Context: an optimization exercise on an open-source flow, tuned for small area, a short achievable clock period and few clock cycles per item. The choices shown serve that exercise and are no tape-out recipe. RTL that was checked went through simulation tests only; none was proved equivalent to the original.

== v6 ==
==> module scalar_kalman_filter, before the edit <==
module scalar_kalman_filter
(
    input  wire                       i_clk,
    input  wire                       i_rst_n,
    input  wire                       i_cfg_valid,
    output logic                      o_cfg_ready,
    input  wire       [CFG_IDX_W-1:0] i_cfg_index,
    input  wire       [CFG_DAT_W-1:0] i_cfg_data,
    input  wire                       i_in_valid,
    output logic                      o_in_ready,
    input  wire signed [SAMPLE_W-1:0] i_in_sample,
    output logic                      o_out_valid,
    input  wire                       i_out_ready,
    output logic signed [EST_W-1:0]   o_out_estimate,
    output logic       [GAIN_W-1:0]   o_out_gain
);
    logic        r_idle;      
    logic        r_fin;       
    logic        r_s1;        
    logic        r_div;       
    logic        r_last;      
    logic        r_first;     
    logic [4:0]  r_cnt;
    logic        r_k30;       
    logic        r_fresh;     
    logic        r_in_ready;
    logic        r_out_valid;
    logic [31:0] r_meas_noise;
    logic [31:0] r_proc_noise;
    logic [32:0] r_rem;       
    logic [32:0] r_den;       
    logic [30:0] r_q;         
    logic [61:0] r_t;         
    logic [61:0] r_x;         
    logic [32:0] r_diff;      
    logic signed [EST_W-1:0] r_est;
    logic in_fire;
    assign in_fire = i_in_valid && r_in_ready;
    assign o_in_ready     = r_in_ready;
    assign o_cfg_ready    = 1'b1;
    assign o_out_valid    = r_out_valid;
    assign o_out_estimate = r_est;
    assign o_out_gain     = r_q;
    logic [61:0] u_sum;
    logic [31:0] p_cur;
    logic [31:0] x_cur;
    assign u_sum = r_t + {29'd0, r_rem};
    assign p_cur = r_fresh ? COV_RST : u_sum[61:30];
    assign x_cur = r_fresh ? 32'd0 : r_x[61:30];
    logic [32:0] pred_sum;
    logic [31:0] pp;
    assign pred_sum = {1'b0, p_cur} + {1'b0, r_proc_noise};
    assign pp       = pred_sum[32] ? 32'hFFFF_FFFF : pred_sum[31:0];
    logic        r_zero;
    logic        pp_zero;
    logic        den_zero;
    logic        k30;
    logic [32:0] den_sum;
    assign r_zero   = (r_meas_noise == 32'd0);
    assign pp_zero  = (r_rem[31:0] == 32'd0);
    assign den_zero = r_zero && pp_zero;
    assign k30      = r_zero && !pp_zero;
    assign den_sum  = {1'b0, r_rem[31:0]} + {1'b0, r_meas_noise};
    logic [34:0] div_tmp;
    logic        div_bit;
    assign div_tmp = {1'b0, r_rem, 1'b0} - {2'b00, r_den};
    assign div_bit = !div_tmp[34];
    logic        acc_on;
    logic        acc_rnd;
    logic [61:0] t_next;
    logic [61:0] x_next;
    assign acc_on  = (r_div && !r_first) || r_last;
    assign acc_rnd = r_div && (r_cnt == DIV_LAST - 5'd1);
    assign t_next  = {r_t[60:0], 1'b0} + (r_q[0] ? {30'd0, r_meas_noise} : 62'd0)
                   + {61'd0, acc_rnd};
    assign x_next  = {r_x[60:0], 1'b0} + (r_q[0] ? {{29{r_diff[32]}}, r_diff} : 62'd0)
                   + {61'd0, acc_rnd};
    logic [31:0] x_new;
    logic [15:0] est_new;
    assign x_new   = r_x[61:30];
    assign est_new = (x_new[31:16] == 16'h7FFF) ? 16'h7FFF : x_new[31:16] + {15'd0, x_new[15]};
    logic stall;
    assign stall = r_first && r_out_valid;
    always_ff @(posedge i_clk) begin
        if (!i_rst_n) begin
            r_idle       <= 1'b1;
            r_fin        <= 1'b0;
            r_s1         <= 1'b0;
            r_div        <= 1'b0;
            r_last       <= 1'b0;
            r_first      <= 1'b0;
            r_fresh      <= 1'b1;
            r_in_ready   <= 1'b1;
            r_out_valid  <= 1'b0;
            r_meas_noise <= MEAS_NOISE_RST;
            r_proc_noise <= PROC_NOISE_RST;
        end else begin
            if (i_cfg_valid) begin
                if (i_cfg_index == REG_MEAS_NOISE) begin
                    r_meas_noise <= i_cfg_data;
                end else begin
                    r_proc_noise <= i_cfg_data;
                end
            end
            if (r_fin) begin
                r_out_valid <= 1'b1;
            end else if (i_out_ready) begin
                r_out_valid <= 1'b0;
            end
            r_fin  <= r_last;
            r_last <= r_div && !stall && (r_cnt == 5'd0);
            if (r_idle || r_fin) begin
                r_idle     <= !in_fire;
                r_s1       <= in_fire;
                r_in_ready <= !in_fire;
            end else begin
                r_idle <= 1'b0;
                r_s1   <= 1'b0;
                r_in_ready <= r_last;
            end
            if (r_s1) begin
                r_div   <= 1'b1;
                r_first <= 1'b1;
                r_fresh <= 1'b0;
            end else if (r_div && !stall) begin
                r_first <= 1'b0;
                if (r_cnt == 5'd0) begin
                    r_div <= 1'b0;
                end
            end
        end
    end
    always_ff @(posedge i_clk) begin
        if ((r_idle || r_fin) && in_fire) begin
            r_rem  <= {1'b0, pp};
            r_diff <= {i_in_sample[15], i_in_sample, 16'h0000};
        end
        if (r_fin) begin
            r_est <= est_new;
        end
        if (r_s1) begin
            r_cnt  <= DIV_LAST;
            r_k30  <= k30;
            r_den  <= {den_sum[32:1], den_sum[0] | den_zero};
            r_rem  <= k30 ? 33'd0 : r_rem;
            r_diff <= r_diff - {x_cur[31], x_cur};
            r_t    <= 62'd0;
            r_x    <= k30 ? {{29{r_diff[32]}}, r_diff} : {{30{x_cur[31]}}, x_cur};
        end
        if (r_div && !stall) begin
            r_cnt <= r_cnt - 5'd1;
            r_rem <= div_bit ? div_tmp[32:0] : {r_rem[31:0], 1'b0};
            r_q   <= {(r_cnt == 5'd0) ? r_k30 : r_q[29], r_q[28:0], div_bit};
        end
        if (acc_on) begin
            r_t <= t_next;
            r_x <= x_next;
        end
    end
endmodule
make LEC_CHECK=0 CAP_MARGIN=20 CORE_MARGIN=2 CORE_UTILIZATION=40 SLEW_MARGIN=20 finish   # period 12.0 ns
run.sh (not shown) runs the stock make flow with config.mk's settings and CLKGATE_MAP_FILE= SYNTH_SCRIPT=/design/flow/synth_recipe.tcl, a recipe that flattens the netlist after the stock synthesis.
Testbench counts of v6, summed over its fixed seeds: cycles 67,648, items 2,048.
> inputs changed (v6 -> v7)
--- a/flow/design.v
+++ b/flow/design.v
@@ -55,17 +55,15 @@
     assign in_fire = i_in_valid && r_in_ready;
     assign o_in_ready     = r_in_ready;
     assign o_cfg_ready    = 1'b1;
     assign o_out_valid    = r_out_valid;
     assign o_out_estimate = r_est;
     assign o_out_gain     = r_q;
-    logic [61:0] u_sum;
     logic [31:0] p_cur;
     logic [31:0] x_cur;
-    assign u_sum = r_t + {29'd0, r_rem};
-    assign p_cur = r_fresh ? COV_RST : u_sum[61:30];
+    assign p_cur = r_fresh ? COV_RST : r_t[61:30];
     assign x_cur = r_fresh ? 32'd0 : r_x[61:30];
     logic [32:0] pred_sum;
     logic [31:0] pp;
     assign pred_sum = {1'b0, p_cur} + {1'b0, r_proc_noise};
     assign pp       = pred_sum[32] ? 32'hFFFF_FFFF : pred_sum[31:0];
     logic        r_zero;
@@ -86,13 +84,13 @@
     logic        acc_rnd;
     logic [61:0] t_next;
     logic [61:0] x_next;
     assign acc_on  = (r_div && !r_first) || r_last;
     assign acc_rnd = r_div && (r_cnt == DIV_LAST - 5'd1);
     assign t_next  = {r_t[60:0], 1'b0} + (r_q[0] ? {30'd0, r_meas_noise} : 62'd0)
-                   + {61'd0, acc_rnd};
+                   + (r_last ? {29'd0, r_rem} : {61'd0, acc_rnd});
     assign x_next  = {r_x[60:0], 1'b0} + (r_q[0] ? {{29{r_diff[32]}}, r_diff} : 62'd0)
                    + {61'd0, acc_rnd};
     logic [31:0] x_new;
     logic [15:0] est_new;
     assign x_new   = r_x[61:30];
     assign est_new = (x_new[31:16] == 16'h7FFF) ? 16'h7FFF : x_new[31:16] + {15'd0, x_new[15]};
Notes after the runs:
- Required arrival time at the worst endpoint down 0.02 ns in v7 wrt v6
- Average cell area after synthesis sits higher in v7 than in v6.
- Maximum single-stage delay on the critical path | v7 above v6
- v6 and v7 ended up with nearly the same design area.
- [v7] final worst-path setup slack rose 1.14 ns relative to v6
- Any difference in sequential share of layout area between v6 and v7 is small enough to ignore.
No functional check of the RTL was part of v7.

* * *

Another version of the RTL of scalar_kalman_filter (not shown whole).
Size: ~100 I/O pins, about 35000 um2 of cells after synthesis.
==> flow/config.mk <==
export PLATFORM = sky130hd
export DESIGN_NAME = scalar_kalman_filter
export DESIGN_NICKNAME = scalar_kalman_filter
export VERILOG_FILES = /design/flow/design.v
export SDC_FILE = /design/flow/constraint.sdc
export NUM_CORES = 4
export LEC_CHECK = 0
export CAP_MARGIN = 20
export CORE_MARGIN = 2
export CORE_UTILIZATION = 40
export SLEW_MARGIN = 20
==> flow/constraint.sdc <==
create_clock -name core_clock -period 12.0 [get_ports {i_clk}]
set_input_delay 2.4000 -clock core_clock [delete_from_list [all_inputs] [get_ports {i_clk}]]
set_output_delay 2.4000 -clock core_clock [all_outputs]
set_load 0.01 [all_outputs]
standard.sh (not shown) runs the stock make flow with config.mk's settings and CLKGATE_MAP_FILE= SYNTH_SCRIPT=/design/flow/synth_recipe.tcl, a recipe that flattens the netlist after the stock synthesis.
==> flow/flow/run.sh <==
#!/bin/bash
# Standard layout (the standard.sh, unchanged synthesis), with timing repair aiming for
# 7.5 ns of setup slack at the design's clock period, and plain buffers on the ports.
# The clock and constraints are unchanged.
set -euo pipefail
bash standard.sh SETUP_SLACK_MARGIN=7.5 'BUFFER_PORTS_ARGS=-buffer_cell sky130_fd_sc_hd__buf_2' finish > standard.log 2>&1
Testbench counts at the start, summed over its fixed seeds: cycles 34,880, items 2,048.
Rerun with:
--- a/flow/design.v
+++ b/flow/design.v
@@ -119,43 +119,16 @@
     always_comb begin
         unique case (digit)
             2'd3:    rem_next = s3[32:0];
             2'd2:    rem_next = {t1[31:0], 1'b0};
             2'd1:    rem_next = s1[32:0];
             default: rem_next = rem4[32:0];
         endcase
     end
-    function automatic logic [61:0] add62(input logic [61:0] a, input logic [61:0] b);
-        logic [61:0] g;
-        logic [61:0] p;
-        logic [61:0] gg;
-        logic [61:0] pp;
-        g  = a & b;
-        p  = a ^ b;
-        gg = g;
-        pp = p;
-        for (int l = 0; l < 6; l++) begin
-            for (int i = 0; i < 62; i++) begin
-                if ((i % (2 << l)) == (2 << l) - 1) begin
-                    gg[i] = gg[i] | (pp[i] & gg[i - (1 << l)]);
-                    pp[i] = pp[i] & pp[i - (1 << l)];
-                end
-            end
-        end
-        for (int l = 4; l >= 0; l--) begin
-            for (int i = 0; i < 62; i++) begin
-                if (i >= (3 << l) - 1 && ((i - ((3 << l) - 1)) % (2 << l)) == 0) begin
-                    gg[i] = gg[i] | (pp[i] & gg[i - (1 << l)]);
-                    pp[i] = pp[i] & pp[i - (1 << l)];
-                end
-            end
-        end
-        add62 = p ^ {gg[60:0], 1'b0};
-    endfunction
     logic        rnd;
     logic [61:0] u_a;
     logic [61:0] u_b;
     logic [61:0] u_m;
     logic [61:0] u_s;
     logic [61:0] u_c;
     logic [61:0] u_next;
     logic [61:0] x_a;
@@ -176,20 +149,16 @@
     assign u_c    = {(u_a[60:0] & u_b[60:0]) | (u_a[60:0] & u_m[60:0]) | (u_b[60:0] & u_m[60:0]), 1'b1};
     assign u_next = u_s + u_c;
     assign x_a    = {r_x[59:0], rnd, 1'b0};
     assign x_b    = r_d[1] ? {diff_w[60:0], 1'b0} : 62'd0;
     assign x_m    = r_d[0] ? diff_w : 62'd0;
     assign x_s    = x_a ^ x_b ^ x_m;
     assign x_c    = {(x_a[60:0] & x_b[60:0]) | (x_a[60:0] & x_m[60:0]) | (x_b[60:0] & x_m[60:0]), 1'b0};
     assign x_next = x_s + x_c;
-    logic [61:0] diff_sum;
-    logic [32:0] diff_next;
-    assign diff_sum  = add62({29'd0, r_diff[32:1], 1'b1}, {29'd0, ~r_x[32:0]});
-    assign diff_next = diff_sum[32:0];
     logic [31:0] x_new;
     logic [15:0] est_new;
     assign x_new   = r_x[61:30];
     assign est_new = (x_new[31:16] == 16'h7FFF) ? 16'h7FFF : x_new[31:16] + {15'd0, x_new[15]};
     logic step;
     logic acc;
     assign step = r_div && !stall;
     assign acc  = (step && !r_first) || r_last;
@@ -262,17 +231,17 @@
             r_x[29:0] <= k30 ? {i_in_sample[13:0], 16'h0000} : x_cur[29:0];
             r_diff    <= {i_in_sample[15], i_in_sample, 16'h0000};
         end
         if (step) begin
             r_cnt <= r_cnt - 4'd1;
             r_rem <= rem_next;
             r_d   <= digit;
             if (r_first) begin
-                r_diff <= diff_next;
+                r_diff <= r_diff - r_x[32:0];
             end
         end
         if (acc) begin
             r_u[29:0] <= u_next[29:0];
             r_x[29:0] <= x_next[29:0];
             r_q <= {r_last ? r_k30 : r_q[28], r_q[27:0], r_d};
         end
     end
After rerunning: Wire length goes up by 7.8%. Setup slack is worse by 0.043 ns. Synthesized cell count goes up by 3.1%. Die area goes up by 2.6%. Clock-buffer cell count goes up by 4.
Testbench counts after the change, summed over its fixed seeds: cycles 34,880, items 2,048.

[afterwards: timing with drivers on the ports]
How much do the figures lean on ideal ports? The routed layouts below were timed once more, with nothing changed but the port constraints.
Step 1, drivers: a clkbuf_16 drives i_clk and a buf_2 each remaining input, both assumed.
Step 2, shift: input delay + t, output delay - t, t = (earliest + latest rising clock arrival at the registers) / 2. This alone moves slack from input paths to output paths.
a / b / c = ideal / step 1 / step 2; a / b = the first two.
| run | t, ns | setup WS [ns] | worst data-port slew with drivers (ns) |
|---|---|---|---|
| v6 | 0.647 | 5.249 / 5.249 / 5.249 | 0.05 |
| v7 | 0.632 | 6.385 / 6.385 / 6.385 | 0.09 |
| the first run of note 2 | 0.667 | 7.608 / 7.608 / 7.022 | 0.06 |
| the second run of note 2 | 0.681 | 7.564 / 7.564 / 7.128 | 0.07 |
After both steps setup and hold are still met in every run listed. The setup slack of the first run of note 2, which loses most, moves by 0.000 ns with the drivers and by -0.586 ns with both steps.
